Background: an optimization exercise with open tools, aiming at small area. Do not read the settings as production practice.
Where RTL was checked, it was by simulation tests only, not by an equivalence proof against the original.
The RTL of run 2 was laid out without a check of its function.
No activity file was given, so power comes from the tool's default toggle rates.

`flow/standard.sh`:
```
#!/bin/bash
# synth_recipe.tcl (not shown) runs the flow's synth.tcl, then flattens the netlist and writes it again
# the make line also repeats each setting of config.mk as NAME=value (left out here)
make -C /OpenROAD-flow-scripts/flow DESIGN_CONFIG=/design/flow/config.mk WORK_HOME=/design/flow/orfs CLKGATE_MAP_FILE= SYNTH_SCRIPT=/design/flow/synth_recipe.tcl "${@:-finish}"
```
`flow/flow/run.sh`:
```
#!/bin/bash
# Layout: the standard flow (standard.sh), with the input/output port
# buffers made of the smallest buffer, placement repair limited to small
# buffers, and a clock tree built without dummy loads and with larger sink
# clusters. Each tool's output goes to the ORFS logs under orfs/logs; make's
# own output goes to standard.log here.
set -euo pipefail
here=$(pwd)
bash standard.sh \
  'BUFFER_PORTS_ARGS=-buffer_cell sky130_fd_sc_hd__buf_1' \
  "PRE_RESIZE_TCL=$here/flow/pre_resize.tcl" \
  'CTS_ARGS=-sink_clustering_enable -repair_clock_nets -dont_use_dummy_load -buf_list {sky130_fd_sc_hd__clkbuf_4 sky130_fd_sc_hd__clkbuf_8} -sink_clustering_size 16 -sink_clustering_max_diameter 50' \
  finish > standard.log 2>&1
```
`flow/design.v`:
```
package regfile_pkg;
    localparam int unsigned XLEN_DEF  = 32;
    localparam int unsigned DEPTH_DEF = 32;
    localparam int unsigned NREAD_DEF = 2;
    localparam int unsigned AW_DEF    = $clog2(DEPTH_DEF);
    typedef logic [XLEN_DEF-1:0] xword_t;
    typedef logic [AW_DEF-1:0]   raddr_t;
    localparam raddr_t ZERO_REG = '0;
endpackage
module regfile_scoreboard (
    input  logic        CLK,
    input  logic        RESET_N,
    input  logic        issue_valid_i,
    input  logic [4:0]  issue_rd_i,
    input  logic [4:0]  waddr_i,
    input  logic [31:1] clr_i,
    input  logic [31:1] keep_i,
    output logic [31:1] busy_o,
    output logic [5:0]  pending_cnt_o
);
    logic [31:1] busy_q, busy_d;
    logic [31:1] set_vec;
    logic [5:0]  cnt_q, cnt_d;
    logic        set_any, busy_at_set, busy_at_clr, same_rd;
    logic        inc, dec;
    regfile_dec1 u_sdec (
        .en_i (issue_valid_i),
        .a_i  (issue_rd_i),
        .y_o  (set_vec)
    );
    regfile_rdmux u_set_mux (
        .d_i (busy_q),
        .s_i (set_vec),
        .y_o (busy_at_set)
    );
    regfile_rdmux u_clr_mux (
        .d_i (busy_q),
        .s_i (clr_i),
        .y_o (busy_at_clr)
    );
    always_comb begin
        busy_d  = (busy_q & keep_i) | set_vec;
        set_any = issue_valid_i && (issue_rd_i != 5'd0);
        same_rd = set_any && (issue_rd_i == waddr_i);
        inc     = set_any && !busy_at_set;
        dec     = busy_at_clr && !same_rd;
        cnt_d   = cnt_q + 6'(inc) - 6'(dec);
    end
    always_ff @(posedge CLK or negedge RESET_N) begin
        if (!RESET_N) begin
            busy_q <= '0;
            cnt_q  <= '0;
        end else begin
            busy_q <= busy_d;
            cnt_q  <= cnt_d;
        end
    end
    assign busy_o        = busy_q;
    assign pending_cnt_o = cnt_q;
endmodule
module regfile_multiport_sb #(
    parameter int unsigned XLEN  = regfile_pkg::XLEN_DEF,
    parameter int unsigned DEPTH = regfile_pkg::DEPTH_DEF,
    parameter int unsigned NREAD = regfile_pkg::NREAD_DEF,
    localparam int unsigned AW   = $clog2(DEPTH)
) (
    input  logic                  CLK,
    input  logic                  RESET_N,
    input  logic [NREAD*AW-1:0]   RADDR,
    output logic [NREAD*XLEN-1:0] RDATA,
    output logic [NREAD-1:0]      RBUSY,
    input  logic                  WE,
    input  logic [AW-1:0]         WADDR,
    input  logic [XLEN-1:0]       WDATA,
    input  logic                  ISSUE_VALID,
    input  logic [AW-1:0]         ISSUE_RD,
    output logic [AW:0]           PENDING_CNT
);
    logic [XLEN-1:0]  mem_q [1:DEPTH-1];
    logic [DEPTH-1:1] valid_q;
    logic [DEPTH-1:1] wr_row, hold_row;
    logic [DEPTH-1:1] busy;
    regfile_dec u_wdec (
        .en_i  (WE),
        .a_i   (WADDR),
        .y_o   (wr_row),
        .y_n_o (hold_row)
    );
    for (genvar r = 1; r < DEPTH; r++) begin : g_row
        logic [XLEN-1:0] mem_d;
        for (genvar b = 0; b < XLEN; b++) begin : g_bit
            regfile_hold u_hold (
                .we_i   (wr_row[r]),
                .hold_i (hold_row[r]),
                .w_i    (WDATA[b]),
                .q_i    (mem_q[r][b]),
                .d_o    (mem_d[b])
            );
        end
        always_ff @(posedge CLK) begin
            mem_q[r] <= mem_d;
        end
    end
    always_ff @(posedge CLK or negedge RESET_N) begin
        if (!RESET_N) begin
            valid_q <= '0;
        end else begin
            valid_q <= valid_q | wr_row;
        end
    end
    regfile_scoreboard u_scoreboard (
        .CLK           (CLK),
        .RESET_N       (RESET_N),
        .issue_valid_i (ISSUE_VALID),
        .issue_rd_i    (ISSUE_RD),
        .waddr_i       (WADDR),
        .clr_i         (wr_row),
        .keep_i        (hold_row),
        .busy_o        (busy),
        .pending_cnt_o (PENDING_CNT)
    );
    for (genvar i = 0; i < NREAD; i++) begin : g_rport
        logic [DEPTH-1:1] dec, sel;
        regfile_rdec u_rdec (
            .a_i     (RADDR[i*AW +: AW]),
            .valid_i (valid_q),
            .dec_o   (dec),
            .sel_o   (sel)
        );
        for (genvar b = 0; b < XLEN; b++) begin : g_bit
            logic [DEPTH-1:1] col;
            for (genvar r = 1; r < DEPTH; r++) begin : g_col
                assign col[r] = mem_q[r][b];
            end
            regfile_rdmux u_mux (
                .d_i (col),
                .s_i (sel),
                .y_o (RDATA[i*XLEN + b])
            );
        end
        regfile_rdmux u_busy_mux (
            .d_i (busy),
            .s_i (dec),
            .y_o (RBUSY[i])
        );
    end
endmodule
module regfile_dec (
    input  logic        en_i,
    input  logic [4:0]  a_i,
    output logic [31:1] y_o,
    output logic [31:1] y_n_o
);
    for (genvar r = 1; r < 32; r++) begin : g_r
        assign y_o[r] = en_i && (a_i == 5'(r));
    end
    assign y_n_o = ~y_o;
endmodule
module regfile_dec1 (
    input  logic        en_i,
    input  logic [4:0]  a_i,
    output logic [31:1] y_o
);
    for (genvar r = 1; r < 32; r++) begin : g_r
        assign y_o[r] = en_i && (a_i == 5'(r));
    end
endmodule
module regfile_rdec (
    input  logic [4:0]  a_i,
    input  logic [31:1] valid_i,
    output logic [31:1] dec_o,
    output logic [31:1] sel_o
);
    for (genvar r = 1; r < 32; r++) begin : g_r
        assign dec_o[r] = (a_i == 5'(r));
    end
    assign sel_o = dec_o & valid_i;
endmodule
module regfile_hold (
    input  logic we_i,
    input  logic hold_i,
    input  logic w_i,
    input  logic q_i,
    output logic d_o
);
    assign d_o = (w_i & we_i) | (q_i & hold_i);
endmodule
module regfile_aoi222 (
    input  logic a1, a2, b1, b2, c1, c2,
    output logic y
);
    assign y = ~((a1 & a2) | (b1 & b2) | (c1 & c2));
endmodule
module regfile_rdmux (
    input  logic [31:1] d_i,
    input  logic [31:1] s_i,
    output logic        y_o
);
    logic [10:0] t_n;
    for (genvar g = 0; g < 10; g++) begin : g_aoi
        regfile_aoi222 u_aoi (
            .a1 (s_i[3*g+1]), .a2 (d_i[3*g+1]),
            .b1 (s_i[3*g+2]), .b2 (d_i[3*g+2]),
            .c1 (s_i[3*g+3]), .c2 (d_i[3*g+3]),
            .y  (t_n[g])
        );
    end
    assign t_n[10] = ~(s_i[31] & d_i[31]);
    assign y_o = ~&t_n;
endmodule
```
`flow/constraint.sdc`:
```
create_clock -name core_clock -period 6.0 [get_ports {CLK}]
set_input_delay 1.2000 -clock core_clock [delete_from_list [all_inputs] [get_ports {CLK}]]
set_output_delay 1.2000 -clock core_clock [all_outputs]
set_load 0.01 [all_outputs]
```
`flow/flow/pre_resize.tcl`:
```
# Keep placement repair to small buffers: the high-fanout nets here are
# short and need only modest drive.
set_dont_use [get_lib_cells {sky130_fd_sc_hd__buf_6 sky130_fd_sc_hd__buf_8 sky130_fd_sc_hd__buf_12 sky130_fd_sc_hd__buf_16 sky130_fd_sc_hd__bufbuf_8 sky130_fd_sc_hd__bufbuf_16}]
```
`flow/config.mk`:
```
export PLATFORM = sky130hd
export DESIGN_NAME = regfile_multiport_sb
export DESIGN_NICKNAME = regfile_multiport_sb
export VERILOG_FILES = /design/flow/design.v
export SDC_FILE = /design/flow/constraint.sdc
export NUM_CORES = 4
export LEC_CHECK = 0
export CAP_MARGIN = 0
export CORE_MARGIN = 2
export CORE_UTILIZATION = 50
export CTS_BUF_LIST = sky130_fd_sc_hd__clkbuf_4 sky130_fd_sc_hd__clkbuf_8
export GPL_TIMING_DRIVEN = 0
export SLEW_MARGIN = 0
export SYNTH_HIERARCHICAL = 1
```
==> run_results.csv, run 1 <==
group,metric,value,unit
setup_path,cp.required,4800,ps
routing,drt-initial-drc-count,9961,
clock_network,root_buffer,"clkbuf_8",
sta,fin_skew,34.24,ps
routing,wl,212.2,mm
routing,drcViolationCount,0,
placement,io_buffer_count,127,
power,ir_worst_vdd,0.3164,mV
placement,place.gp.congestion,0.9301,
placement,place_ws,252.0,ps
yosys,synthCells,3428,
setup_path,cp_top_family,"simple AND/OR/NAND/NOR gates",
floorplan,rows,105,
sta,finalHoldViolCount,0,
routing,num_vias,43140,
power,total_power,16380,uW
sta,timing.final.crit_share,0.9339,
yosys,synth_top_area_frac,0.4789,
floorplan,die_w,292.0,um
yosys,synth-seq-cells,1060,
sta,setup_tns,0,ps
sta,setup_viol,0,
sta,worst_slew_pin_slew,1106,ps
floorplan,start_util,0.5050,
grt,grt_pass1_vias,41720,
power,p_sw_frac,0.3007,
yosys,yosys.cell_types.count,49,
yosys,ys.flop_type,"dfxtp_1",
clock_network,path_clk_slew,70,ps
sta,finalCriticalPeriod,5603,ps
setup_path,startpoint_type,"input port",
run_status,status,"complete, no violations",
power,leakage,0.01897,uW
floorplan,pin_count,128,
yosys,yosysSeqAreaShare,0.5200,
setup_path,r2r_cells,11,
grt,overflow,0,
yosys,synthTopCellsByArea,"dfxtp_1 48%, a22o_1 21%, a222oi_1 16%",
power,combPwrFrac,0.154,
setup_path,path_class,"input port to output pin",
clock_network,htreeDepth,3,
yosys,ys_warn_count,10,
setup_path,crit_arrival,4400,ps
floorplan,design.die.area,85250,um^2
grt,grt_pass1_wl,297.1,mm
final_layout,drive_gt1_frac,0.1145,
yosys,synth_top_cell_by_area,"dfxtp_1",
power,power_frac_seq,0.591,
worst_hold_path,hp-class,"input port to async pin",
power,intPower,11460,uW
flow_run,cap_viol_max_count,0,
routing,first_pass_iters,14,
sta,fin_ws,396.6,ps
grt,grt_max_degree,38,
sta,drv_slew,0,
routing,viasPerCell,8.865,
yosys,synth_area,41460,um^2
yosys,synthArstFlopShare,0.06415,
grt,grt_usage,0.4755,
final_layout,finalNetCount,3854,
clock_network,cts_hold_buf,0,
clock_network,clk_latency,810,ps
power,power_switching,4925,uW
routing,wl_per_cell,43.61,um
floorplan,core,82110,um^2
floorplan,fp.dieH,292.0,um
yosys,avgSynthCellArea,12.10,um^2
sta,grt_setup_unrepaired,"false",
clock_network,numCtsBuffers,115,
sta,holdWs,451.3,ps
clock_network,cts_tree,"built",
final_layout,most-common-layout-cells,"992 x a22o_1, 992 x dfxtp_1, 680 x a222oi_1",
power,clkPwrFrac,0.256,
setup_path,cp_cell_sequence,"buf_1 > and2b_1 > and3_2 > buf_4 > a222oi_1 > nand4_1 > a2111o_1 > buf_1",
setup_path,path_max_fanout,24,
clock_network,post_cts_buffers,0,
setup_path,endpoint_kind,"output pin",
power,p_per_area,354.5,nW/um^2
yosys,syn-num-nets,3491,
setup_path,reg2reg_from,"u_scoreboard.busy_q[28]$_DFF_PN0_",
sta,slew_headroom,0.2627,
setup_path,rrSetupSlack,2720,ps
setup_path,cpMaxStageDelayCell,"a2111o_1",
clock_network,clockBufferDepth,3,
setup_path,r2r_end,"u_scoreboard.cnt_q[4]$_DFF_PN0_",
setup_path,endpoint,"RDATA[22]",
setup_path,startpoint,"RADDR[1]",
clock_network,clock-sinks,1060,
routing,ant_nets,0,
placement,place_hpwl,129.5,mm
setup_path,slowest_delay,630,ps
setup_path,timing.critical_path.buf_inv,3,
sta,clock.fmax,178.5,MHz
setup_path,path_depth,8,
grt,antenna_found_initial,6,
final_layout,area_growth,11.43,%
clock_network,cts_resized,0,
yosys,synth_edf_count,0,
setup_path,path_common_cell,"buf_1",
-- Yosys cell counts (all sizes together), types with 3 or more instances --
library cell	instances
buf	10
and3b	6
or2	36
and4bb	3
dfrtp	68
and2	3
nand2b	8
a21oi	3
and2b	4
and4b	3
nand4bb	6
nand2	103
ha	6
a21o	33
or3b	6
dfxtp	992
clkbuf	15
xnor2	7
a2111o	68
a222oi	680
nor3b	6
nor2	127
inv	6
nand4	138
xor2	3
a22o	992
nand3b	6
nand3	3
and3	64
nand4b	6
-- per-module statistics from Yosys, one instance, submodules excluded --
module	flip-flops and latches	cells
regfile_multiport_sb	1023	1054
regfile_rdec	0	92
regfile_scoreboard	37	104
regfile_hold	0	1
regfile_aoi222	0	1
regfile_dec1	0	46
regfile_dec	0	96
regfile_rdmux	0	4
-- worst reg2reg max path, stage by stage, from the launching register on --
cell and delay (ps):
dfrtp_1 440, a222oi_1 420, nand4_1 200, a2111o_1 370
or2_2 300, ha_1 270, inv_1 40, ha_1 220
fa_1 420, a21o_1 200, a21oi_1 180, xnor2_1 140
-- stage by stage --
step           cells  utilization  area, um^2
3_3_place_gp    4625       0.5271       43280
6_report        4866       0.5627       46200
5_1_grt         4860       0.5625       46190
3_5_place_dp    4744       0.5432       44600
2_1_floorplan   3428            -       41460
4_1_cts         4859       0.5624       46180
-- flip-flops by register name, summed over array words and instances (netlist names) --
signal	flops
u_scoreboard.busy_q	31
u_scoreboard.cnt_q	6
valid_q	31
mem_q	992
-- layout make-up --
class	count	area (um^2)
plain buffers	25	136.4
inverters	6	22.52
multi-input cells	2337	20130
well taps	1070	1339
flip-flops and latches	1060	21560
clock buffers	115	1583
repair buffers	246	1411
diodes	7	17.52
fillers	6875	35910
-- logic make-up after synthesis --
kind of cell | Yosys count | synth area share
xor gates and xnor gates | 10 | 0.002112
and+or+nand+nor | 539 | 0.07230
adders and majority gates | 7 | 0.002293
DFF | 1060 | 0.5200
buffers and inverters | 31 | 0.003832
AOI/OAI and AO/OA | 1781 | 0.3995
-- metal layers --
layer	up-vias	global-route usage	wire length (um)
met5	-	0	57
met4	8	0.3485	18890
met3	1159	0.2073	35740
met2	4508	0.6715	85330
met1	21020	0.5725	72210
li1	16450	-	-
-- power by group through the flow --
| stage | logic (uW) | clock network, uW | registers (uW) |
|---|---|---|---|
| finish | 2520 | 4190 | 9680 |
| global placement | 2290 | 0 | 9590 |
| floorplan | 1640 | 0 | 9420 |
| detailed placement | 2420 | 0 | 9720 |
| global route | 2650 | 4440 | 9810 |
| CTS | 2430 | 4150 | 9600 |
-- how the worst min path moves through the flow --
| stage | startpoint | to | slack (ps) |
|---|---|---|---|
| 5_1_grt | valid_q[14]$_DFF_PN0_ | valid_q[14]$_DFF_PN0_ | 490 |
| 4_1_cts | valid_q[25]$_DFF_PN0_ | valid_q[25]$_DFF_PN0_ | 470 |
| 3_3_place_gp | valid_q[19]$_DFF_PN0_ | valid_q[19]$_DFF_PN0_ | 450 |
| 2_1_floorplan | valid_q[10]$_DFF_PN0_ | valid_q[10]$_DFF_PN0_ | 440 |
| 6_report | RESET_N | u_scoreboard.cnt_q[4]$_DFF_PN0_ | 450 |
| 3_5_place_dp | valid_q[29]$_DFF_PN0_ | valid_q[29]$_DFF_PN0_ | 450 |
==> run 2: changes to the inputs <==
--- a/flow/design.v
+++ b/flow/design.v
@@ -13,37 +13,22 @@
     input  logic        issue_valid_i,
     input  logic [4:0]  issue_rd_i,
+    input  logic        we_i,
     input  logic [4:0]  waddr_i,
-    input  logic [31:1] clr_i,
-    input  logic [31:1] keep_i,
     output logic [31:1] busy_o,
     output logic [5:0]  pending_cnt_o
 );
     logic [31:1] busy_q, busy_d;
-    logic [31:1] set_vec;
+    logic [31:1] set_vec, clr_vec;
     logic [5:0]  cnt_q, cnt_d;
-    logic        set_any, busy_at_set, busy_at_clr, same_rd;
     logic        inc, dec;
-    regfile_dec1 u_sdec (
-        .en_i (issue_valid_i),
-        .a_i  (issue_rd_i),
-        .y_o  (set_vec)
-    );
-    regfile_rdmux u_set_mux (
-        .d_i (busy_q),
-        .s_i (set_vec),
-        .y_o (busy_at_set)
-    );
-    regfile_rdmux u_clr_mux (
-        .d_i (busy_q),
-        .s_i (clr_i),
-        .y_o (busy_at_clr)
-    );
+    for (genvar r = 1; r < 32; r++) begin : g_r
+        assign set_vec[r] = issue_valid_i && (issue_rd_i == 5'(r));
+        assign clr_vec[r] = we_i && (waddr_i == 5'(r));
+    end
     always_comb begin
-        busy_d  = (busy_q & keep_i) | set_vec;
-        set_any = issue_valid_i && (issue_rd_i != 5'd0);
-        same_rd = set_any && (issue_rd_i == waddr_i);
-        inc     = set_any && !busy_at_set;
-        dec     = busy_at_clr && !same_rd;
-        cnt_d   = cnt_q + 6'(inc) - 6'(dec);
+        busy_d = (busy_q & ~clr_vec) | set_vec;
+        inc    = |(set_vec & ~busy_q);
+        dec    = |(clr_vec & busy_q & ~set_vec);
+        cnt_d  = cnt_q + 6'(inc) - 6'(dec);
     end
     always_ff @(posedge CLK or negedge RESET_N) begin
@@ -114,7 +99,6 @@
         .issue_valid_i (ISSUE_VALID),
         .issue_rd_i    (ISSUE_RD),
+        .we_i          (WE),
         .waddr_i       (WADDR),
-        .clr_i         (wr_row),
-        .keep_i        (hold_row),
         .busy_o        (busy),
         .pending_cnt_o (PENDING_CNT)
@@ -156,13 +140,4 @@
     end
     assign y_n_o = ~y_o;
-endmodule
-module regfile_dec1 (
-    input  logic        en_i,
-    input  logic [4:0]  a_i,
-    output logic [31:1] y_o
-);
-    for (genvar r = 1; r < 32; r++) begin : g_r
-        assign y_o[r] = en_i && (a_i == 5'(r));
-    end
 endmodule
 module regfile_rdec (
==> flow/run.sh (new file) <==
#!/bin/bash
# synth_recipe.tcl (not shown) runs the flow's synth.tcl, then flattens the netlist and writes it again
# the make line also repeats each setting of config.mk as NAME=value (left out here)
make -C /OpenROAD-flow-scripts/flow DESIGN_CONFIG=/design/flow/config.mk WORK_HOME=/design/flow/orfs CLKGATE_MAP_FILE= SYNTH_SCRIPT=/design/flow/synth_recipe.tcl finish
==> flow/config.mk (replaced) <==
export PLATFORM = sky130hd
export DESIGN_NAME = regfile_multiport_sb
export DESIGN_NICKNAME = regfile_multiport_sb
export VERILOG_FILES = /design/flow/design.v
export SDC_FILE = /design/flow/constraint.sdc
export NUM_CORES = 4
export LEC_CHECK = 0
export CAP_MARGIN = 20
export CORE_MARGIN = 2
export CORE_UTILIZATION = 40
export SLEW_MARGIN = 20
export SYNTH_HIERARCHICAL = 1
removed: flow/flow/run.sh
removed: flow/flow/pre_resize.tcl
removed: flow/standard.sh
==> run_results.csv, run 2 <==
group,metric,value,unit
setup_path,path_class,"input port to output pin",
power,power_switching,5414,uW
final_layout,postLayoutCellArea,50920,um^2
yosys,ys.flop_type,"dfxtp_1",
final_layout,most-common-layout-cells,"992 x a22o_1, 992 x dfxtp_1, 660 x a222oi_1",
routing,viasPerCell,7.925,
final_layout,reg.largest.list,"mem_q (992), u_scoreboard.busy_q (31), valid_q (31)",
placement,io_buffer_count,127,
floorplan,fp.dieH,327.9,um
routing,met1_length,78.23,mm
sta,slew_headroom,0.1493,
power,power_frac_seq,0.499,
clock_network,cts_resized,0,
power,total_power,19500,uW
yosys,synthTopCellsByArea,"dfxtp_1 47%, a22o_1 21%, a222oi_1 16%",
clock_network,clk_latency,720,ps
routing,num_vias,42960,
routing,routed.top_layer,"met5",
floorplan,pin_count,128,
yosys,yosysSeqAreaShare,0.5137,
setup_path,reg2reg_from,"u_scoreboard.busy_q[16]$_DFF_PN0_",
yosys,synth_edf_count,0,
power,p_per_area,383.0,nW/um^2
flow_run,cap_viol_max_count,0,
grt,grt_usage,0.3701,
yosys,avgSynthCellArea,11.87,um^2
power,combPwrFrac,0.133,
yosys,synth_top_cell_by_area,"dfxtp_1",
placement,dpl-instance-area,47090,um^2
routing,wl_per_cell,38.32,um
grt,overflow,0,
floorplan,design.die.area,107500,um^2
routing,wl_met3,34.81,mm
grt,antenna_found_initial,8,
setup_path,r2r_cells,12,
clock_network,numCtsBuffers,109,
clock_network,cts_tree,"built",
routing,drt-initial-drc-count,10630,
sta,timing.final.crit_share,1.003,
setup_path,cp.required,4800,ps
yosys,syn-num-nets,3600,
clock_network,post_cts_buffers,0,
yosys,synth-seq-cells,1060,
final_layout,drive_gt1_frac,0.1368,
run_status,status,"finished with violations",
final_layout,fin_util,0.4906,
run_status,violatedChecks,"negative setup slack",
power,ir_worst_vdd,0.2801,mV
power,clkPwrFrac,0.368,
yosys,synth_area,41970,um^2
setup_path,crit_arrival,4820,ps
sta,fin_ws,-18.74,ps
placement,place.gp.congestion,0.9591,
sta,drv_slew,0,
clock_network,cts_hold_buf,0,
floorplan,die_w,327.9,um
routing,ant_nets,0,
worst_hold_path,holdCritStartpoint,"valid_q[23]$_DFF_PN0_",
setup_path,startpoint,"RADDR[1]",
clock_network,root_buffer,"clkbuf_16",
worst_hold_path,min_to,"valid_q[23]$_DFF_PN0_",
routing,wl,207.7,mm
final_layout,area_growth,21.32,%
yosys,synth_top_area_frac,0.4731,
grt,grt_pass1_wl,293.5,mm
sta,worst_slew_pin_slew,1276,ps
sta,finalHoldViolCount,0,
final_layout,fin_cells,5420,
final_layout,largest_register_ffs,992,
power,p_sw_frac,0.2776,
setup_path,rrSetupSlack,2910,ps
yosys,synth_common_cells,"992 x a22o_1, 992 x dfxtp_1, 660 x a222oi_1",
floorplan,core,103800,um^2
sta,setup_viol,2,
sta,setup_tns,-26.62,ps
setup_path,r2r_end,"u_scoreboard.cnt_q[5]$_DFF_PN0_",
sta,finalCriticalPeriod,6019,ps
grt,grt_pass1_vias,40190,
routing,met2_length,80.19,mm
sta,fin_skew,4.729,ps
clock_network,path_clk_slew,60,ps
final_layout,largest_register,"mem_q",
yosys,ys_warn_count,10,
yosys,synthCells,3537,
clock_network,clockBufferDepth,3,
clock_network,clock-sinks,1060,
floorplan,rows,118,
routing,drcViolationCount,0,
grt,grt_max_degree,69,
final_layout,finalNetCount,4006,
yosys,yosys.cell_types.count,61,
routing,first_pass_iters,13,
floorplan,start_util,0.4044,
sta,clock.fmax,166.1,MHz
yosys,synthArstFlopShare,0.06415,
sta,grt_setup_unrepaired,"false",
placement,dp.cells,5208,
worst_hold_path,hold-path-cell-count,1,
placement,place_hpwl,127.6,mm
power,leakage,0.02073,uW
setup_path,endpoint_kind,"output pin",
worst_hold_path,hp-class,"flip-flop to flip-flop",
setup_path,startpoint_type,"input port",
setup_path,path_max_fanout,24,
power,intPower,14090,uW
clock_network,htreeDepth,3,
-- run 2: changes by cell type in the layout (fill, tap and decap cells not counted), sizes merged, moves of 10 or more --
cell,delta
clkdlybuf4s50,+125
o21ai,+40
nand2,+38
buf,-37
a21o,-30
clkbuf,+27
clkinv,+26
o2111ai,+25
nor2,-21
a222oi,-20
bufinv,+10
-- run 2: stage by stage --
step                hold WS [ps]  worst slack [ps]
floorplan                  437.1              1969
global placement           453.3             91.55
detailed placement         457.2             104.7
CTS                        479.9             98.80
global route               507.6             3.905
finish                     487.2            -18.74
-- run 2: worst max path at each step --
stage	slack [ps]	end	cells past startpoint
finish	-20	RDATA[7]	7
detailed placement	100	RDATA[62]	9
floorplan	1970	RDATA[0]	6
CTS	100	RDATA[62]	9
global placement	90	RDATA[62]	9
global route	4	RDATA[5]	9
-- run 2: worst max-delay path: stages --
cell             delay (ps)
clkdlybuf4s50_1         720
nor2_1                  200
and3_2                  530
a222oi_1                760
nand4_1                 400
a2111o_1                440
clkdlybuf4s50_1         540
-- run 2: power by group through the flow --
stage,Combinational (uW),Sequential (uW),Clock (uW)
floorplan,1650,9420,0
global placement,2460,9770,0
detailed placement,2540,9750,0
CTS,2550,9650,7170
global route,2780,9870,7450
finish,2600,9730,7170
-- run 2: cells by family (layout without fill, tap and decap cells) --
family	Yosys count	count (layout)	synth area share
compound gates	1806	1806	0.3958
xor+xnor	5	5	0.001043
fa+ha+maj	7	7	0.002265
buf+inv	56	553	0.006260
flops	1060	1060	0.5137
other cells	0	6	0
simple gates	603	603	0.08093
-- run 2: final cells by class --
type	instances	area, um^2
multi-input combinational	2421	20540
fill	9331	52870
inverter	10	37.54
tap	1380	1727
clock buffer	160	3219
antenna	6	15.01
clock inverter	42	525.5
timing repair buffer	341	3296
sequential	1060	21560
-- run 2: Yosys stat by module, one instance, submodules excluded --
module / cells / area (um^2) / flops+latches
regfile_multiport_sb: 1054 / 20830 / 1023
regfile_scoreboard: 287 / 2449 / 37
regfile_rdec: 92 / 546.8 / 0
regfile_dec: 96 / 491.7 / 0
regfile_rdmux: 4 / 27.53 / 0
regfile_aoi222: 1 / 10.01 / 0
regfile_hold: 1 / 8.758 / 0
-- run 2: per-layer routing --
layer / vias up / track usage
li1: 17030 / -
met1: 21010 / 0.4923
met2: 4128 / 0.4960
met3: 780 / 0.1537
met4: 12 / 0.2115
met5: - / 0.02839
==> run 3: changes to the inputs <==
--- a/flow/design.v
+++ b/flow/design.v
@@ -13,22 +13,37 @@
     input  logic        issue_valid_i,
     input  logic [4:0]  issue_rd_i,
-    input  logic        we_i,
     input  logic [4:0]  waddr_i,
+    input  logic [31:1] clr_i,
+    input  logic [31:1] keep_i,
     output logic [31:1] busy_o,
     output logic [5:0]  pending_cnt_o
 );
     logic [31:1] busy_q, busy_d;
-    logic [31:1] set_vec, clr_vec;
+    logic [31:1] set_vec;
     logic [5:0]  cnt_q, cnt_d;
+    logic        set_any, busy_at_set, busy_at_clr, same_rd;
     logic        inc, dec;
-    for (genvar r = 1; r < 32; r++) begin : g_r
-        assign set_vec[r] = issue_valid_i && (issue_rd_i == 5'(r));
-        assign clr_vec[r] = we_i && (waddr_i == 5'(r));
-    end
+    regfile_dec1 u_sdec (
+        .en_i (issue_valid_i),
+        .a_i  (issue_rd_i),
+        .y_o  (set_vec)
+    );
+    regfile_rdmux u_set_mux (
+        .d_i (busy_q),
+        .s_i (set_vec),
+        .y_o (busy_at_set)
+    );
+    regfile_rdmux u_clr_mux (
+        .d_i (busy_q),
+        .s_i (clr_i),
+        .y_o (busy_at_clr)
+    );
     always_comb begin
-        busy_d = (busy_q & ~clr_vec) | set_vec;
-        inc    = |(set_vec & ~busy_q);
-        dec    = |(clr_vec & busy_q & ~set_vec);
-        cnt_d  = cnt_q + 6'(inc) - 6'(dec);
+        busy_d  = (busy_q & keep_i) | set_vec;
+        set_any = issue_valid_i && (issue_rd_i != 5'd0);
+        same_rd = set_any && (issue_rd_i == waddr_i);
+        inc     = set_any && !busy_at_set;
+        dec     = busy_at_clr && !same_rd;
+        cnt_d   = cnt_q + 6'(inc) - 6'(dec);
     end
     always_ff @(posedge CLK or negedge RESET_N) begin
@@ -99,6 +114,7 @@
         .issue_valid_i (ISSUE_VALID),
         .issue_rd_i    (ISSUE_RD),
-        .we_i          (WE),
         .waddr_i       (WADDR),
+        .clr_i         (wr_row),
+        .keep_i        (hold_row),
         .busy_o        (busy),
         .pending_cnt_o (PENDING_CNT)
@@ -136,8 +152,33 @@
     output logic [31:1] y_n_o
 );
+    logic [3:0] lo, lo_n;
+    logic [7:0] hi, hi_n;
+    regfile_predec_en u_pre (
+        .en_i (en_i), .a_i (a_i), .lo_n_o (lo_n), .hi_n_o (hi_n)
+    );
+    for (genvar k = 0; k < 4; k++) begin : g_lo
+        regfile_inv u_inv (.a_i (lo_n[k]), .y_o (lo[k]));
+    end
+    for (genvar k = 0; k < 8; k++) begin : g_hi
+        regfile_inv u_inv (.a_i (hi_n[k]), .y_o (hi[k]));
+    end
     for (genvar r = 1; r < 32; r++) begin : g_r
-        assign y_o[r] = en_i && (a_i == 5'(r));
-    end
-    assign y_n_o = ~y_o;
+        regfile_nor2  u_y   (.a_i (lo_n[r % 4]), .b_i (hi_n[r / 4]), .y_o (y_o[r]));
+        regfile_nand2 u_y_n (.a_i (lo[r % 4]),   .b_i (hi[r / 4]),   .y_o (y_n_o[r]));
+    end
+endmodule
+module regfile_dec1 (
+    input  logic        en_i,
+    input  logic [4:0]  a_i,
+    output logic [31:1] y_o
+);
+    logic [3:0] lo_n;
+    logic [7:0] hi_n;
+    regfile_predec_en u_pre (
+        .en_i (en_i), .a_i (a_i), .lo_n_o (lo_n), .hi_n_o (hi_n)
+    );
+    for (genvar r = 1; r < 32; r++) begin : g_r
+        regfile_nor2 u_y (.a_i (lo_n[r % 4]), .b_i (hi_n[r / 4]), .y_o (y_o[r]));
+    end
 endmodule
 module regfile_rdec (
@@ -147,8 +188,101 @@
     output logic [31:1] sel_o
 );
+    logic [3:0] lo_n;
+    logic [7:0] hi_n;
+    regfile_predec u_pre (
+        .a_i (a_i), .lo_n_o (lo_n), .hi_n_o (hi_n)
+    );
     for (genvar r = 1; r < 32; r++) begin : g_r
-        assign dec_o[r] = (a_i == 5'(r));
-    end
-    assign sel_o = dec_o & valid_i;
+        regfile_nor2 u_dec (.a_i (lo_n[r % 4]), .b_i (hi_n[r / 4]), .y_o (dec_o[r]));
+        regfile_and2 u_sel (.a_i (dec_o[r]), .b_i (valid_i[r]), .y_o (sel_o[r]));
+    end
+endmodule
+module regfile_predec (
+    input  logic [4:0] a_i,
+    output logic [3:0] lo_n_o,
+    output logic [7:0] hi_n_o
+);
+    logic [4:0] a_n;
+    for (genvar i = 0; i < 5; i++) begin : g_inv
+        regfile_inv u_inv (.a_i (a_i[i]), .y_o (a_n[i]));
+    end
+    for (genvar k = 0; k < 4; k++) begin : g_lo
+        regfile_nand2 u_lo (
+            .a_i ((k & 1) ? a_i[0] : a_n[0]),
+            .b_i ((k & 2) ? a_i[1] : a_n[1]),
+            .y_o (lo_n_o[k])
+        );
+    end
+    for (genvar k = 0; k < 8; k++) begin : g_hi
+        regfile_nand3 u_hi (
+            .a_i ((k & 1) ? a_i[2] : a_n[2]),
+            .b_i ((k & 2) ? a_i[3] : a_n[3]),
+            .c_i ((k & 4) ? a_i[4] : a_n[4]),
+            .y_o (hi_n_o[k])
+        );
+    end
+endmodule
+module regfile_predec_en (
+    input  logic       en_i,
+    input  logic [4:0] a_i,
+    output logic [3:0] lo_n_o,
+    output logic [7:0] hi_n_o
+);
+    logic [4:0] a_n;
+    for (genvar i = 0; i < 5; i++) begin : g_inv
+        regfile_inv u_inv (.a_i (a_i[i]), .y_o (a_n[i]));
+    end
+    for (genvar k = 0; k < 4; k++) begin : g_lo
+        regfile_nand2 u_lo (
+            .a_i ((k & 1) ? a_i[0] : a_n[0]),
+            .b_i ((k & 2) ? a_i[1] : a_n[1]),
+            .y_o (lo_n_o[k])
+        );
+    end
+    for (genvar k = 0; k < 8; k++) begin : g_hi
+        regfile_nand4 u_hi (
+            .a_i ((k & 1) ? a_i[2] : a_n[2]),
+            .b_i ((k & 2) ? a_i[3] : a_n[3]),
+            .c_i ((k & 4) ? a_i[4] : a_n[4]),
+            .d_i (en_i),
+            .y_o (hi_n_o[k])
+        );
+    end
+endmodule
+module regfile_inv (
+    input  logic a_i,
+    output logic y_o
+);
+    assign y_o = ~a_i;
+endmodule
+module regfile_nand2 (
+    input  logic a_i, b_i,
+    output logic y_o
+);
+    assign y_o = ~(a_i & b_i);
+endmodule
+module regfile_nand3 (
+    input  logic a_i, b_i, c_i,
+    output logic y_o
+);
+    assign y_o = ~(a_i & b_i & c_i);
+endmodule
+module regfile_nand4 (
+    input  logic a_i, b_i, c_i, d_i,
+    output logic y_o
+);
+    assign y_o = ~(a_i & b_i & c_i & d_i);
+endmodule
+module regfile_nor2 (
+    input  logic a_i, b_i,
+    output logic y_o
+);
+    assign y_o = ~(a_i | b_i);
+endmodule
+module regfile_and2 (
+    input  logic a_i, b_i,
+    output logic y_o
+);
+    assign y_o = a_i & b_i;
 endmodule
 module regfile_hold (
==> flow/flow/run.sh (new file) <==
#!/bin/bash
# Layout: the standard flow (standard.sh), with the input/output port
# buffers made of the smallest buffer, placement repair limited to small
# buffers, and a clock tree built without dummy loads and with larger sink
# clusters. Each tool's output goes to the ORFS logs under orfs/logs; make's
# own output goes to standard.log here.
set -euo pipefail
here=$(pwd)
bash standard.sh \
  'BUFFER_PORTS_ARGS=-buffer_cell sky130_fd_sc_hd__buf_1' \
  "PRE_RESIZE_TCL=$here/flow/pre_resize.tcl" \
  'CTS_ARGS=-sink_clustering_enable -repair_clock_nets -dont_use_dummy_load -buf_list {sky130_fd_sc_hd__clkbuf_8} -sink_clustering_size 18 -sink_clustering_max_diameter 60' \
  finish > standard.log 2>&1
==> flow/flow/pre_resize.tcl (new file) <==
# Keep placement repair to small buffers: the high-fanout nets here are
# short and need only modest drive.
set_dont_use [get_lib_cells {sky130_fd_sc_hd__buf_4 sky130_fd_sc_hd__buf_6 sky130_fd_sc_hd__buf_8 sky130_fd_sc_hd__buf_12 sky130_fd_sc_hd__buf_16 sky130_fd_sc_hd__bufbuf_8 sky130_fd_sc_hd__bufbuf_16}]
==> flow/standard.sh (new file) <==
#!/bin/bash
# synth_recipe.tcl (not shown) runs the flow's synth.tcl, then flattens the netlist and writes it again
# the make line also repeats each setting of config.mk as NAME=value (left out here)
make -C /OpenROAD-flow-scripts/flow DESIGN_CONFIG=/design/flow/config.mk WORK_HOME=/design/flow/orfs CLKGATE_MAP_FILE= SYNTH_SCRIPT=/design/flow/synth_recipe.tcl "${@:-finish}"
--- a/flow/config.mk
+++ b/flow/config.mk
@@ -6,7 +6,11 @@
 export NUM_CORES = 4
 export LEC_CHECK = 0
-export CAP_MARGIN = 20
+export CAP_MARGIN = 0
 export CORE_MARGIN = 2
-export CORE_UTILIZATION = 40
-export SLEW_MARGIN = 20
+export CORE_UTILIZATION = 50
+export CTS_BUF_LIST = sky130_fd_sc_hd__clkbuf_8
+export GPL_TIMING_DRIVEN = 0
+export PLACE_DENSITY = 0.85
+export SETUP_SLACK_MARGIN = 0.2
+export SLEW_MARGIN = 0
 export SYNTH_HIERARCHICAL = 1
removed: flow/run.sh
==> run_results.csv, run 3 <==
group,metric,value,unit
yosys,ys.flop_type,"dfxtp_1",
final_layout,largest_register_ffs,992,
setup_path,path_common_cell,"buf_1",
sta,fin_ws,362.6,ps
sta,fin_skew,66.02,ps
yosys,yosysSeqAreaShare,0.5261,
grt,grt_pass1_wl,264.0,mm
placement,io_buffer_count,127,
final_layout,postLayoutCellArea,44660,um^2
setup_path,cp_cell_sequence,"buf_1 > inv_1 > nand2_1 > nor2_1 > and2_2 > a222oi_1 > nand4_1 > a2111o_1 > buf_1",
sta,timing.final.crit_share,0.9396,
routing,drt-initial-drc-count,13090,
yosys,synthCells,3399,
clock_network,numCtsBuffers,76,
power,total_power,15530,uW
sta,slew_headroom,0.1481,
setup_path,slowest_delay,620,ps
routing,wl,186.9,mm
run_status,status,"complete, no violations",
sta,finalCriticalPeriod,5637,ps
setup_path,startpoint_type,"input port",
final_layout,fin_util,0.5527,
final_layout,reg.largest.list,"mem_q (992), u_scoreboard.busy_q (31), valid_q (31)",
routing,first_pass_iters,22,
placement,place_ws,348.0,ps
sta,holdWs,484.6,ps
clock_network,clockBufferDepth,3,
floorplan,start_util,0.5071,
floorplan,rows,104,
yosys,synth-seq-cells,1060,
yosys,yosys.cell_types.count,25,
setup_path,timing.critical_path.buf_inv,3,
final_layout,drive_gt1_frac,0.08356,
clock_network,cts_resized,0,
power,ir_worst_vdd,0.2362,mV
sta,grt_setup_unrepaired,"false",
power,leakage,0.01824,uW
floorplan,core,80810,um^2
clock_network,path_clk_slew,100,ps
clock_network,htreeDepth,3,
final_layout,finalNetCount,3739,
clock_network,clk_latency,730,ps
clock_network,post_cts_buffers,0,
setup_path,cp.required,4800,ps
routing,viasPerCell,8.987,
clock_network,cts_tree,"built",
setup_path,path_max_fanout,32,
floorplan,design.die.area,84270,um^2
clock_network,clock-sinks,1060,
yosys,ys_warn_count,10,
routing,ant_nets,0,
routing,drcViolationCount,0,
setup_path,endpoint_kind,"output pin",
final_layout,area_growth,8.980,%
routing,wl_per_cell,39.33,um
sta,finalHoldViolCount,0,
grt,grt_usage,0.4152,
clock_network,cts_hold_buf,0,
flow_run,cap_viol_max_count,0,
final_layout,largest_register,"mem_q",
yosys,avgSynthCellArea,12.06,um^2
placement,place_hpwl,107.0,mm
yosys,synth_top_cell_by_area,"dfxtp_1",
floorplan,die_w,290.3,um
grt,grt_pass1_vias,40020,
grt,overflow,0,
yosys,syn-num-nets,3462,
yosys,synth_top_area_frac,0.4846,
yosys,synth_area,40980,um^2
sta,worst_slew_pin_slew,1278,ps
grt,antenna_found_initial,23,
yosys,synthArstFlopShare,0.06415,
floorplan,fp.dieH,290.3,um
sta,setup_viol,0,
yosys,synth_common_cells,"992 x a22o_1, 992 x dfxtp_1, 680 x a222oi_1",
routing,num_vias,42700,
floorplan,pin_count,128,
setup_path,path_class,"input port to output pin",
grt,grt_max_degree,38,
power,p_per_area,347.7,nW/um^2
placement,dpl-instance-area,43570,um^2
clock_network,root_buffer,"clkbuf_8",
worst_hold_path,hp-class,"flip-flop to flip-flop",
yosys,synth_edf_count,0,
sta,clock.fmax,177.4,MHz
setup_path,cpMaxStageDelayCell,"and2_2",
setup_path,cp_top_family,"simple AND/OR/NAND/NOR gates",
yosys,synthTopCellsByArea,"dfxtp_1 48%, a22o_1 21%, a222oi_1 17%",
placement,place.gp.congestion,0.9776,
setup_path,crit_arrival,4440,ps
sta,drv_slew,0,
final_layout,most-common-layout-cells,"992 x a22o_1, 992 x dfxtp_1, 680 x a222oi_1",
## run 3: cells by family (layout without fill, tap and decap cells)
| family | Yosys count | after routing | share of synthesized area |
|---|---|---|---|
| xor+xnor | 10 | 10 | 0.002137 |
| flops | 1060 | 1060 | 0.5261 |
| fa+ha+maj | 7 | 7 | 0.002320 |
| compound gates | 1781 | 1781 | 0.4042 |
| other cells | 0 | 17 | 0 |
| simple gates | 503 | 503 | 0.06171 |
| buf+inv | 38 | 313 | 0.003481 |
## run 3: final timing paths
| path | startpoint | to | slack (ps) | cells after the start |
|---|---|---|---|---|
| worst max register to register | u_scoreboard.busy_q[19]$_DFF_PN0_ | u_scoreboard.cnt_q[4]$_DFF_PN0_ | 2550 | 11 |
| min in group asynchronous | RESET_N | valid_q[18]$_DFF_PN0_ | 560 | 1 |
| worst min register to register | valid_q[12]$_DFF_PN0_ | valid_q[12]$_DFF_PN0_ | 480 | 1 |
| worst max-delay path | RADDR[6] | RDATA[49] | 360 | 9 |
| max in group asynchronous | RESET_N | valid_q[30]$_DFF_PN0_ | 4050 | 2 |
| worst min-delay path | valid_q[12]$_DFF_PN0_ | valid_q[12]$_DFF_PN0_ | 480 | 1 |
## run 3: cell type report
type / count / area, um^2
antenna: 17 / 42.54
clock buffer: 76 / 1046
fill: 6669 / 36150
inverter: 38 / 142.6
multi-input combinational: 2301 / 19660
sequential: 1060 / 21560
tap: 1060 / 1326
timing repair buffer: 199 / 877.1
## run 3: where the power goes
part	leakage, uW	total, uW	switching [uW]	internal (uW)
clock network	0.000547	3430	2290	1140
logic	0.00863	2440	1190	1260
registers	0.00906	9650	1180	8480
total	0.0182	15500	4650	10900
## run 3: per-layer routing
| metal | up-vias | track usage | routed length, um |
|---|---|---|---|
| met5 | - | 0.03063 | 568 |
| met4 | 34 | 0.2825 | 17760 |
| met3 | 1586 | 0.2530 | 39840 |
| met2 | 5071 | 0.5554 | 70040 |
| met1 | 19920 | 0.4860 | 58650 |
| li1 | 16090 | - | - |
## run 3: metrics by stage
step                setup TNS (ps)  std cells
floorplan                        0       3399
global placement             -5180       4586
detailed placement               0       4658
CTS                              0       4734
global route                     0       4743
finish                           0       4751
## run 3: per-module statistics from Yosys (local to each module, per instance), a selection
| module | flip-flops and latches | times used |
|---|---|---|
| regfile_aoi222 | 0 | 680 |
| regfile_nand4 | 0 | 16 |
| regfile_nand2 | 0 | 47 |
| regfile_rdmux | 0 | 68 |
| regfile_hold | 0 | 992 |
| regfile_inv | 0 | 32 |
| regfile_multiport_sb | 1023 | 1 |
| regfile_and2 | 0 | 62 |
| regfile_scoreboard | 37 | 1 |
| regfile_nand3 | 0 | 16 |
| regfile_nor2 | 0 | 124 |
==> run 4: changes to the inputs <==
--- a/flow/config.mk
+++ b/flow/config.mk
@@ -11,5 +11,4 @@
 export CTS_BUF_LIST = sky130_fd_sc_hd__clkbuf_8
 export GPL_TIMING_DRIVEN = 0
-export PLACE_DENSITY = 0.85
 export SETUP_SLACK_MARGIN = 0.2
 export SLEW_MARGIN = 0
==> run_results.csv, run 4 <==
group,metric,value,unit
grt,grt_usage,0.4618,
yosys,syn-num-nets,3462,
placement,place_hpwl,127.9,mm
clock_network,numCtsBuffers,81,
worst_hold_path,min_to,"valid_q[11]$_DFF_PN0_",
setup_path,path_max_fanout,17,
clock_network,clock-sinks,1060,
floorplan,pin_count,128,
floorplan,die_w,290.3,um
placement,place.gp.congestion,0.9533,
final_layout,fin_util,0.5562,
sta,fin_skew,47.14,ps
yosys,synth_area,40980,um^2
yosys,ys_warn_count,10,
placement,dp.cells,4706,
final_layout,fin_cells,4789,
setup_path,reg2reg_from,"u_scoreboard.busy_q[13]$_DFF_PN0_",
setup_path,r2r_end,"u_scoreboard.cnt_q[4]$_DFF_PN0_",
floorplan,rows,104,
run_status,status,"complete, no violations",
final_layout,largest_register_ffs,992,
yosys,synth_top_cell_by_area,"dfxtp_1",
sta,timing.final.crit_share,0.9938,
yosys,synth_top_area_frac,0.4846,
sta,grt_setup_unrepaired,"true",
yosys,avgSynthCellArea,12.06,um^2
final_layout,fillCellCount,6828,
clock_network,clockBufferDepth,3,
power,leakage,0.01853,uW
final_layout,drive_gt1_frac,0.09740,
setup_path,r2r_cells,11,
grt,overflow,0,
yosys,synth-seq-cells,1060,
final_layout,most-common-layout-cells,"992 x a22o_1, 992 x dfxtp_1, 680 x a222oi_1",
grt,grt_pass1_vias,41250,
floorplan,design.die.area,84270,um^2
floorplan,fp.dieH,290.3,um
routing,drt-initial-drc-count,9977,
power,p_per_area,349.0,nW/um^2
yosys,yosys.cell_types.count,25,
worst_hold_path,holdCritStartpoint,"valid_q[11]$_DFF_PN0_",
placement,dpl-instance-area,43800,um^2
grt,antenna_found_initial,5,
clock_network,cts_tree,"built",
final_layout,postLayoutCellArea,44950,um^2
routing,drcViolationCount,0,
worst_hold_path,hp-class,"flip-flop to flip-flop",
sta,setup_tns,0,ps
sta,worst_slew_pin_slew,1135,ps
worst_hold_path,hold-path-cell-count,1,
final_layout,reg.largest.list,"mem_q (992), u_scoreboard.busy_q (31), valid_q (31)",
yosys,synthArstFlopShare,0.06415,
clock_network,clk_latency,750,ps
routing,first_pass_iters,15,
final_layout,area_growth,9.685,%
floorplan,start_util,0.5071,
setup_path,endpoint_kind,"output pin",
setup_path,startpoint_type,"input port",
sta,finalCriticalPeriod,5963,ps
setup_path,crit_arrival,4760,ps
yosys,ys.flop_type,"dfxtp_1",
final_layout,largest_register,"mem_q",
clock_network,path_clk_slew,70,ps
sta,slew_headroom,0.2435,
power,total_power,15690,uW
yosys,synth_common_cells,"992 x a22o_1, 992 x dfxtp_1, 680 x a222oi_1",
placement,io_buffer_count,127,
clock_network,root_buffer,"clkbuf_8",
yosys,synthTopCellsByArea,"dfxtp_1 48%, a22o_1 21%, a222oi_1 17%",
yosys,synthCells,3399,
sta,finalHoldViolCount,0,
routing,viasPerCell,8.804,
final_layout,finalNetCount,3792,
setup_path,rrSetupSlack,2680,ps
grt,grt_pass1_wl,288.7,mm
power,ir_worst_vdd,0.3076,mV
routing,wl,205.8,mm
setup_path,path_class,"input port to output pin",
flow_run,cap_viol_max_count,0,
clock_network,htreeDepth,3,
sta,setup_viol,0,
yosys,yosysSeqAreaShare,0.5261,
routing,wl_per_cell,42.97,um
routing,ant_nets,0,
sta,drv_slew,0,
sta,clock.fmax,167.7,MHz
floorplan,core,80810,um^2
yosys,synth_edf_count,0,
grt,grt_max_degree,38,
routing,num_vias,42160,
setup_path,cp.required,4800,ps
run 4: cell count changes in the layout (fill, tap and decap cells not counted), sizes merged:
cell / delta
diode: -15
buf: +40
clkbuf: +13
run 4: per-module statistics from Yosys, one instance, submodules excluded, excerpt:
module | cell area [um^2] | cells
regfile_nand4 | 6.256 | 1
regfile_scoreboard | 1454 | 104
regfile_rdmux | 27.53 | 4
regfile_hold | 8.758 | 1
regfile_nand3 | 5.005 | 1
regfile_multiport_sb | 20830 | 1054
regfile_nand2 | 3.754 | 1
run 4: worst max-delay path by stage:
stage               startpoint                              end  cells past startpoint
floorplan             WADDR[4]  u_scoreboard.cnt_q[4]$_DFF_PN0_                     14
global placement      WADDR[2]  u_scoreboard.cnt_q[4]$_DFF_PN0_                     14
detailed placement    RADDR[0]                        RDATA[25]                     10
CTS                   RADDR[0]                        RDATA[25]                     10
global route          RADDR[5]                        RDATA[44]                     10
finish                RADDR[5]                        RDATA[44]                     10
run 4: layout make-up:
class,instances,area (um^2),share of cell area
inverter,38,142.6,0.003173
timing repair buffer,247,1127,0.02508
sequential,1060,21560,0.4797
multi-input combinational,2301,19670,0.4376
clock buffer,81,1115,0.02480
tap,1060,1326,0.02951
antenna,2,5.005,0.0001113
run 4: routing by layer:
layer  global-route usage  part of all wire  wire length (um)
met5             0.009643           0.00036                74
met4               0.3293             0.084             17310
met3               0.1681              0.16             32910
met2               0.6762              0.42             85430
met1               0.5604              0.34             70070
run 4: cells by family after synthesis:
kind of cell,synth area share
AOI/OAI and AO/OA,0.4042
xor gates and xnor gates,0.002137
adders and majority gates,0.002320
buffers and inverters,0.003481
DFF,0.5261
and+or+nand+nor,0.06171
run 4: critical path: stages:
cell and delay [ps]:
buf_1 130, inv_1 90, nand2_2 270, nor2_1 100, and2_2 400, buf_2 410
a222oi_1 420, nand4_1 810, a2111o_1 690, buf_1 210
run 4: report_power, final:
| group | internal (uW) | switching [uW] |
|---|---|---|
| registers | 8480 | 1180 |
| clock network | 1210 | 2360 |
| logic | 1260 | 1190 |
| total | 10900 | 4740 |
run 4: metrics by stage:
stage               setup WS, ps  hold slack (ps)
finish                     37.26            478.7
global route               171.2            507.3
CTS                        363.0            481.0
detailed placement         368.1            458.3
global placement           -1474            454.1
floorplan                   1496            437.0
run 4: repair_timing:
action                     CTS  global route
hold buffers                 0             0
buffers inserted             0             0
resized for setup            0            10
setup endpoints to repair    0             3
==> run 5: changes to the inputs <==
--- a/flow/config.mk
+++ b/flow/config.mk
@@ -11,4 +11,5 @@
 export CTS_BUF_LIST = sky130_fd_sc_hd__clkbuf_8
 export GPL_TIMING_DRIVEN = 0
+export PLACE_DENSITY = 0.72
 export SETUP_SLACK_MARGIN = 0.2
 export SLEW_MARGIN = 0
==> run_results.csv, run 5 <==
group,metric,value,unit
run_status,status,"complete, no violations",
final_layout,largest_register_ffs,992,
yosys,yosysSeqAreaShare,0.5261,
clock_network,cts_tree,"built",
floorplan,core,80810,um^2
routing,num_vias,40600,
routing,drcViolationCount,0,
clock_network,htreeDepth,3,
setup_path,crit_arrival,4530,ps
placement,dpl-instance-area,43570,um^2
setup_path,path_class,"input port to output pin",
yosys,ys.flop_type,"dfxtp_1",
final_layout,largest_register,"mem_q",
floorplan,fp.dieH,290.3,um
routing,ant_nets,0,
placement,place.gp.congestion,0.9887,
routing,drt-initial-drc-count,9746,
clock_network,cts_resized,0,
grt,grt_pass1_wl,265.2,mm
grt,grt_pass1_vias,37440,
grt,grt_max_degree,36,
sta,slew_headroom,0.1980,
yosys,avgSynthCellArea,12.06,um^2
grt,antenna_found_initial,15,
floorplan,die_w,290.3,um
sta,finalCriticalPeriod,5728,ps
yosys,synthTopCellsByArea,"dfxtp_1 48%, a22o_1 21%, a222oi_1 17%",
worst_hold_path,hp-class,"flip-flop to flip-flop",
sta,drv_slew,0,
yosys,synth-seq-cells,1060,
sta,setup_viol,0,
sta,clock.fmax,174.6,MHz
placement,io_buffer_count,127,
yosys,synth_area,40980,um^2
floorplan,pin_count,128,
sta,grt_setup_unrepaired,"false",
worst_hold_path,holdCritStartpoint,"valid_q[2]$_DFF_PN0_",
floorplan,start_util,0.5071,
yosys,synth_top_area_frac,0.4846,
placement,dp.cells,4658,
yosys,synth_top_cell_by_area,"dfxtp_1",
grt,grt_usage,0.4224,
routing,viasPerCell,8.553,
setup_path,cp.required,4800,ps
setup_path,startpoint,"RADDR[6]",
final_layout,postLayoutCellArea,44700,um^2
clock_network,numCtsBuffers,80,
final_layout,drive_gt1_frac,0.08483,
yosys,synth_edf_count,0,
yosys,yosys.cell_types.count,25,
setup_path,path_max_fanout,31,
yosys,synth_common_cells,"992 x a22o_1, 992 x dfxtp_1, 680 x a222oi_1",
final_layout,reg.largest.list,"mem_q (992), u_scoreboard.busy_q (31), valid_q (31)",
routing,first_pass_iters,13,
yosys,synthArstFlopShare,0.06415,
power,ir_worst_vdd,0.1960,mV
placement,place_hpwl,108.6,mm
sta,finalHoldViolCount,0,
sta,setup_tns,0,ps
clock_network,cts_hold_buf,0,
clock_network,clock-sinks,1060,
flow_run,cap_viol_max_count,0,
final_layout,most-common-layout-cells,"992 x a22o_1, 992 x dfxtp_1, 680 x a222oi_1",
power,leakage,0.01827,uW
clock_network,root_buffer,"clkbuf_8",
routing,wl,188.5,mm
grt,overflow,0,
floorplan,rows,104,
setup_path,endpoint_kind,"output pin",
routing,wl_per_cell,39.71,um
setup_path,r2r_cells,11,
sta,worst_slew_pin_slew,1203,ps
yosys,synthCells,3399,
clock_network,path_clk_slew,60,ps
power,p_per_area,348.5,nW/um^2
sta,fin_skew,45.39,ps
clock_network,clockBufferDepth,3,
floorplan,design.die.area,84270,um^2
setup_path,startpoint_type,"input port",
clock_network,clk_latency,750,ps
worst_hold_path,hold-path-cell-count,1,
final_layout,finalNetCount,3743,
final_layout,area_growth,9.068,%
sta,timing.final.crit_share,0.9547,
final_layout,fin_cells,4747,
setup_path,reg2reg_from,"u_scoreboard.busy_q[19]$_DFF_PN0_",
yosys,syn-num-nets,3462,
yosys,ys_warn_count,10,
clock_network,post_cts_buffers,0,
run 5: power breakdown:
group          internal (uW)  leakage (uW)  switching, uW
registers               8480       0.00906           1140
clock network           1200      0.000575           2320
logic                   1250       0.00864           1190
total                  10900        0.0183           4650
run 5: through the flow:
step	power, uW	util	worst slack [ps]	hold WS (ps)
2_1_floorplan	11040	-	1496	437.0
3_3_place_gp	11880	0.5294	-1248	450.8
3_5_place_dp	12020	0.5392	296.8	454.2
4_1_cts	15370	0.5528	718.3	476.0
5_1_grt	16080	0.5530	381.6	497.2
6_report	15580	0.5531	271.7	476.7
run 5: modules after synthesis (local to each module, per instance), excerpt:
module | flops+latches | area [um^2]
regfile_aoi222 | 0 | 10.01
regfile_and2 | 0 | 6.256
regfile_scoreboard | 37 | 1454
regfile_hold | 0 | 8.758
regfile_multiport_sb | 1023 | 20830
regfile_rdmux | 0 | 27.53
regfile_nor2 | 0 | 3.754
regfile_nand4 | 0 | 6.256
regfile_inv | 0 | 3.754
regfile_nand2 | 0 | 3.754
regfile_nand3 | 0 | 5.005
run 5: final cells by class:
class | instances | area (um^2)
Antenna cell | 9 | 22.52
Clock buffer | 80 | 1101
Fill cell | 6978 | 36110
Inverter | 38 | 142.6
Multi-Input combinational cell | 2301 | 19660
Sequential cell | 1060 | 21560
Tap cell | 1060 | 1326
Timing Repair Buffer | 199 | 878.3
run 5: per-layer routing:
layer  global-route usage  share of wire  vias to the layer above
met3               0.1917           0.18                      889
li1                     -              -                    16100
met4               0.2638          0.078                       16
met2               0.5895           0.40                     4132
met1               0.5275           0.34                    19460
met5             0.003971        0.00098                        -
run 5: logic make-up after synthesis:
logic type	count (synthesis)	synth area share
AOI/OAI and AO/OA	1781	0.4042
xor gates and xnor gates	10	0.002137
adders and majority gates	7	0.002320
buffers and inverters	38	0.003481
DFF	1060	0.5261
and+or+nand+nor	503	0.06171
run 5: worst max-delay path: stages:
cell and delay [ps]:
buf_1 110, inv_1 60, nand2_1 370, nor2_1 120, and2_2 230, buf_2 490, a222oi_1 450, nand4_1 650
a2111o_1 660, buf_1 160
run 5: worst paths after layout:
path / to / slack (ps)
setup / recovery: RDATA[39] / 270
hold / removal: valid_q[2]$_DFF_PN0_ / 480
setup reg to reg: u_scoreboard.cnt_q[4]$_DFF_PN0_ / 2590
hold reg to reg: valid_q[2]$_DFF_PN0_ / 480
max in group asynchronous: u_scoreboard.busy_q[8]$_DFF_PN0_ / 3980
min in group asynchronous: valid_q[18]$_DFF_PN0_ / 570
==> run 6: changes to the inputs <==
--- a/flow/flow/run.sh
+++ b/flow/flow/run.sh
@@ -10,4 +10,4 @@
   'BUFFER_PORTS_ARGS=-buffer_cell sky130_fd_sc_hd__buf_1' \
   "PRE_RESIZE_TCL=$here/flow/pre_resize.tcl" \
-  'CTS_ARGS=-sink_clustering_enable -repair_clock_nets -dont_use_dummy_load -buf_list {sky130_fd_sc_hd__clkbuf_8} -sink_clustering_size 18 -sink_clustering_max_diameter 60' \
+  'CTS_ARGS=-sink_clustering_enable -repair_clock_nets -dont_use_dummy_load -buf_list {sky130_fd_sc_hd__clkbuf_8} -sink_clustering_size 17 -sink_clustering_max_diameter 70' \
   finish > standard.log 2>&1
==> run_results.csv, run 6 <==
group,metric,value,unit
floorplan,start_util,0.5071,
setup_path,slowest_delay,680,ps
setup_path,reg2reg_from,"u_scoreboard.busy_q[4]$_DFF_PN0_",
final_layout,area_growth,8.827,%
setup_path,startpoint,"RADDR[6]",
final_layout,fillCellCount,7010,
placement,place_ws,296.8,ps
routing,first_pass_iters,13,
yosys,synth_top_cell_by_area,"dfxtp_1",
routing,drt-initial-drc-count,9764,
yosys,yosys.cell_types.count,25,
final_layout,finalNetCount,3736,
sta,slew_headroom,0.2081,
routing,ant_nets,0,
sta,finalCriticalPeriod,5767,ps
clock_network,post_cts_buffers,0,
clock_network,cts_hold_buf,0,
routing,viasPerCell,8.542,
grt,grt_usage,0.4214,
setup_path,endpoint_kind,"output pin",
flow_run,cap_viol_max_count,0,
setup_path,cp_top_family,"simple AND/OR/NAND/NOR gates",
yosys,synthCells,3399,
clock_network,cts_resized,0,
yosys,synth_top_area_frac,0.4846,
sta,grt_setup_unrepaired,"false",
yosys,synth_area,40980,um^2
power,p_per_area,346.0,nW/um^2
final_layout,reg.largest.list,"mem_q (992), u_scoreboard.busy_q (31), valid_q (31)",
sta,worst_slew_pin_slew,1188,ps
grt,grt_pass1_vias,37260,
setup_path,path_common_cell,"buf_1",
final_layout,fin_util,0.5519,
yosys,avgSynthCellArea,12.06,um^2
grt,antenna_found_initial,14,
sta,timing.final.crit_share,0.9612,
sta,setup_viol,0,
setup_path,startpoint_type,"input port",
clock_network,htreeDepth,3,
setup_path,path_depth,10,
clock_network,clockBufferDepth,3,
sta,finalHoldViolCount,0,
sta,clock.fmax,173.4,MHz
setup_path,r2r_cells,11,
floorplan,rows,104,
setup_path,crit_arrival,4570,ps
routing,num_vias,40480,
setup_path,path_max_fanout,31,
yosys,yosysSeqAreaShare,0.5261,
placement,place_hpwl,108.6,mm
clock_network,numCtsBuffers,73,
clock_network,root_buffer,"clkbuf_8",
sta,drv_slew,0,
yosys,ys_warn_count,10,
routing,drcViolationCount,0,
worst_hold_path,hp-class,"flip-flop to flip-flop",
setup_path,cp_cell_sequence,"buf_1 > inv_1 > nand2_1 > nor2_1 > and2_2 > buf_2 > a222oi_1 > nand4_1 > a2111o_1 > buf_1",
grt,grt_max_degree,36,
clock_network,clock-sinks,1060,
final_layout,fin_cells,4739,
clock_network,cts_tree,"built",
yosys,synthArstFlopShare,0.06415,
floorplan,pin_count,128,
floorplan,die_w,290.3,um
yosys,synthTopCellsByArea,"dfxtp_1 48%, a22o_1 21%, a222oi_1 17%",
final_layout,multi_input_area,19660,um^2
final_layout,regArea,21560,um^2
final_layout,largest_register_ffs,992,
power,ir_worst_vdd,0.1937,mV
floorplan,core,80810,um^2
placement,place.gp.congestion,0.9887,
yosys,synth_common_cells,"992 x a22o_1, 992 x dfxtp_1, 680 x a222oi_1",
yosys,syn-num-nets,3462,
sta,fin_skew,91.07,ps
routing,wl_per_cell,39.65,um
setup_path,r2r_end,"u_scoreboard.cnt_q[4]$_DFF_PN0_",
clock_network,clk_latency,750,ps
placement,io_buffer_count,127,
clock_network,path_clk_slew,110,ps
run_status,status,"complete, no violations",
grt,grt_pass1_wl,264.8,mm
placement,dp.cells,4658,
final_layout,most-common-layout-cells,"992 x a22o_1, 992 x dfxtp_1, 680 x a222oi_1",
yosys,synth-seq-cells,1060,
setup_path,cpMaxStageDelayCell,"nand4_1",
final_layout,drive_gt1_frac,0.08308,
yosys,synth_edf_count,0,
setup_path,rrSetupSlack,2520,ps
setup_path,endpoint,"RDATA[39]",
sta,fin_ws,232.8,ps
setup_path,timing.critical_path.buf_inv,4,
routing,wl,187.9,mm
setup_path,cp.required,4800,ps
floorplan,fp.dieH,290.3,um
final_layout,largest_register,"mem_q",
floorplan,design.die.area,84270,um^2
power,leakage,0.01822,uW
grt,overflow,0,
yosys,ys.flop_type,"dfxtp_1",
setup_path,path_class,"input port to output pin",
run 6: how the worst min path moves through the flow:
stage | cells past startpoint | from | slack (ps) | to
after floorplan | 1 | valid_q[10]$_DFF_PN0_ | 440 | valid_q[10]$_DFF_PN0_
after global placement | 1 | valid_q[4]$_DFF_PN0_ | 450 | valid_q[4]$_DFF_PN0_
after detailed placement | 1 | valid_q[8]$_DFF_PN0_ | 450 | valid_q[8]$_DFF_PN0_
after CTS | 1 | valid_q[4]$_DFF_PN0_ | 480 | valid_q[4]$_DFF_PN0_
after global routing | 1 | valid_q[4]$_DFF_PN0_ | 500 | valid_q[4]$_DFF_PN0_
final | 1 | valid_q[4]$_DFF_PN0_ | 490 | valid_q[4]$_DFF_PN0_
run 6: per-layer routing:
| metal | routed length, um | global-route usage | share of wire | vias up |
|---|---|---|---|---|
| met5 | 308 | 0.01702 | 0.0016 | - |
| met4 | 14380 | 0.2527 | 0.077 | 20 |
| met3 | 34070 | 0.1941 | 0.18 | 848 |
| met2 | 74650 | 0.5865 | 0.40 | 4028 |
| met1 | 64510 | 0.5286 | 0.34 | 19510 |
| li1 | - | - | - | 16070 |
run 6: through the flow:
stage / setup TNS (ps) / area [um^2] / power (uW) / hold WS (ps)
after floorplan: 0 / 40980 / 11040 / 437.0
after global placement: -5714 / 42780 / 11880 / 450.8
after detailed placement: 0 / 43570 / 12020 / 454.2
after CTS: 0 / 44580 / 15260 / 483.3
after global routing: 0 / 44580 / 15950 / 502.5
final: 0 / 44600 / 15430 / 486.7
run 6: logic make-up (layout without fill, tap and decap cells):
| group | Yosys count | in the layout | synth area share |
|---|---|---|---|
| simple gates | 503 | 503 | 0.06171 |
| fa+ha+maj | 7 | 7 | 0.002320 |
| buf+inv | 38 | 310 | 0.003481 |
| xor+xnor | 10 | 10 | 0.002137 |
| other cells | 0 | 8 | 0 |
| flops | 1060 | 1060 | 0.5261 |
| compound gates | 1781 | 1781 | 0.4042 |
run 6: where the power goes:
group | switching, uW | internal (uW)
clock | 2280 | 1100
combinational | 1190 | 1260
sequential | 1130 | 8480
run 6: layout make-up:
| class | instances | area share |
|---|---|---|
| multi-input combinational | 2301 | 0.4409 |
| sequential | 1060 | 0.4835 |
| tap | 1060 | 0.02974 |
| clock buffer | 73 | 0.02253 |
| inverter | 38 | 0.003198 |
| timing repair buffer | 199 | 0.01970 |
| antenna | 8 | 0.0004489 |
run 6: Yosys stat by module, one instance, submodules excluded, excerpt:
module | flops+latches | area, um^2 | copies in the design | cells
regfile_and2 | 0 | 6.256 | 62 | 1
regfile_aoi222 | 0 | 10.01 | 680 | 1
regfile_hold | 0 | 8.758 | 992 | 1
regfile_inv | 0 | 3.754 | 32 | 1
regfile_multiport_sb | 1023 | 20830 | 1 | 1054
regfile_nand2 | 0 | 3.754 | 47 | 1
regfile_nand3 | 0 | 5.005 | 16 | 1
regfile_nand4 | 0 | 6.256 | 16 | 1
regfile_nor2 | 0 | 3.754 | 124 | 1
regfile_rdmux | 0 | 27.53 | 68 | 4
regfile_scoreboard | 37 | 1454 | 1 | 104

[afterwards: timing with drivers on the ports]
No port has a modelled driver above. Below, the same layouts with a new extraction and two added sets of constraints. Step 1 sets driving cells, clkbuf_16 on the clock port and buf_2 on the other inputs (assumed; they add their load-dependent delay and slew). Step 2 adds t to the input delays and takes it off the output delays; t is the mean of the earliest and latest rising clock arrival at the registers after step 1. Input paths then give back, and output paths get back, about the clock's delay inside the block. a / b / c = ideal / step 1 / step 2; a / b = the first two.
run | t (ns) | setup WS [ns] | worst setup path at the end | clock arrival spread, ns | slew at the worst register clock pin (ns)
run 1 | 0.853 | 0.397 / 0.371 / 0.183 | input to register | 0.063 / 0.063 | 0.11 / 0.11
run 2 | 0.788 | -0.019 / -0.050 / -0.050 | input to output | 0.024 / 0.024 | 0.07 / 0.07
run 3 | 0.784 | 0.363 / 0.256 / 0.161 | input to register | 0.126 / 0.126 | 0.12 / 0.12
run 4 | 0.788 | 0.037 / -0.017 / -0.017 | input to output | 0.067 / 0.067 | 0.12 / 0.12
run 5 | 0.786 | 0.272 / 0.214 / 0.030 | input to register | 0.118 / 0.118 | 0.12 / 0.12
run 6 | 0.774 | 0.233 / 0.175 / 0.002 | input to register | 0.107 / 0.107 | 0.12 / 0.12
Met with ideal ports but missed after step 2: setup timing in run 4. For run 5, which loses most, drivers alone change the setup slack by -0.058 ns; drivers and shift together by -0.242 ns.
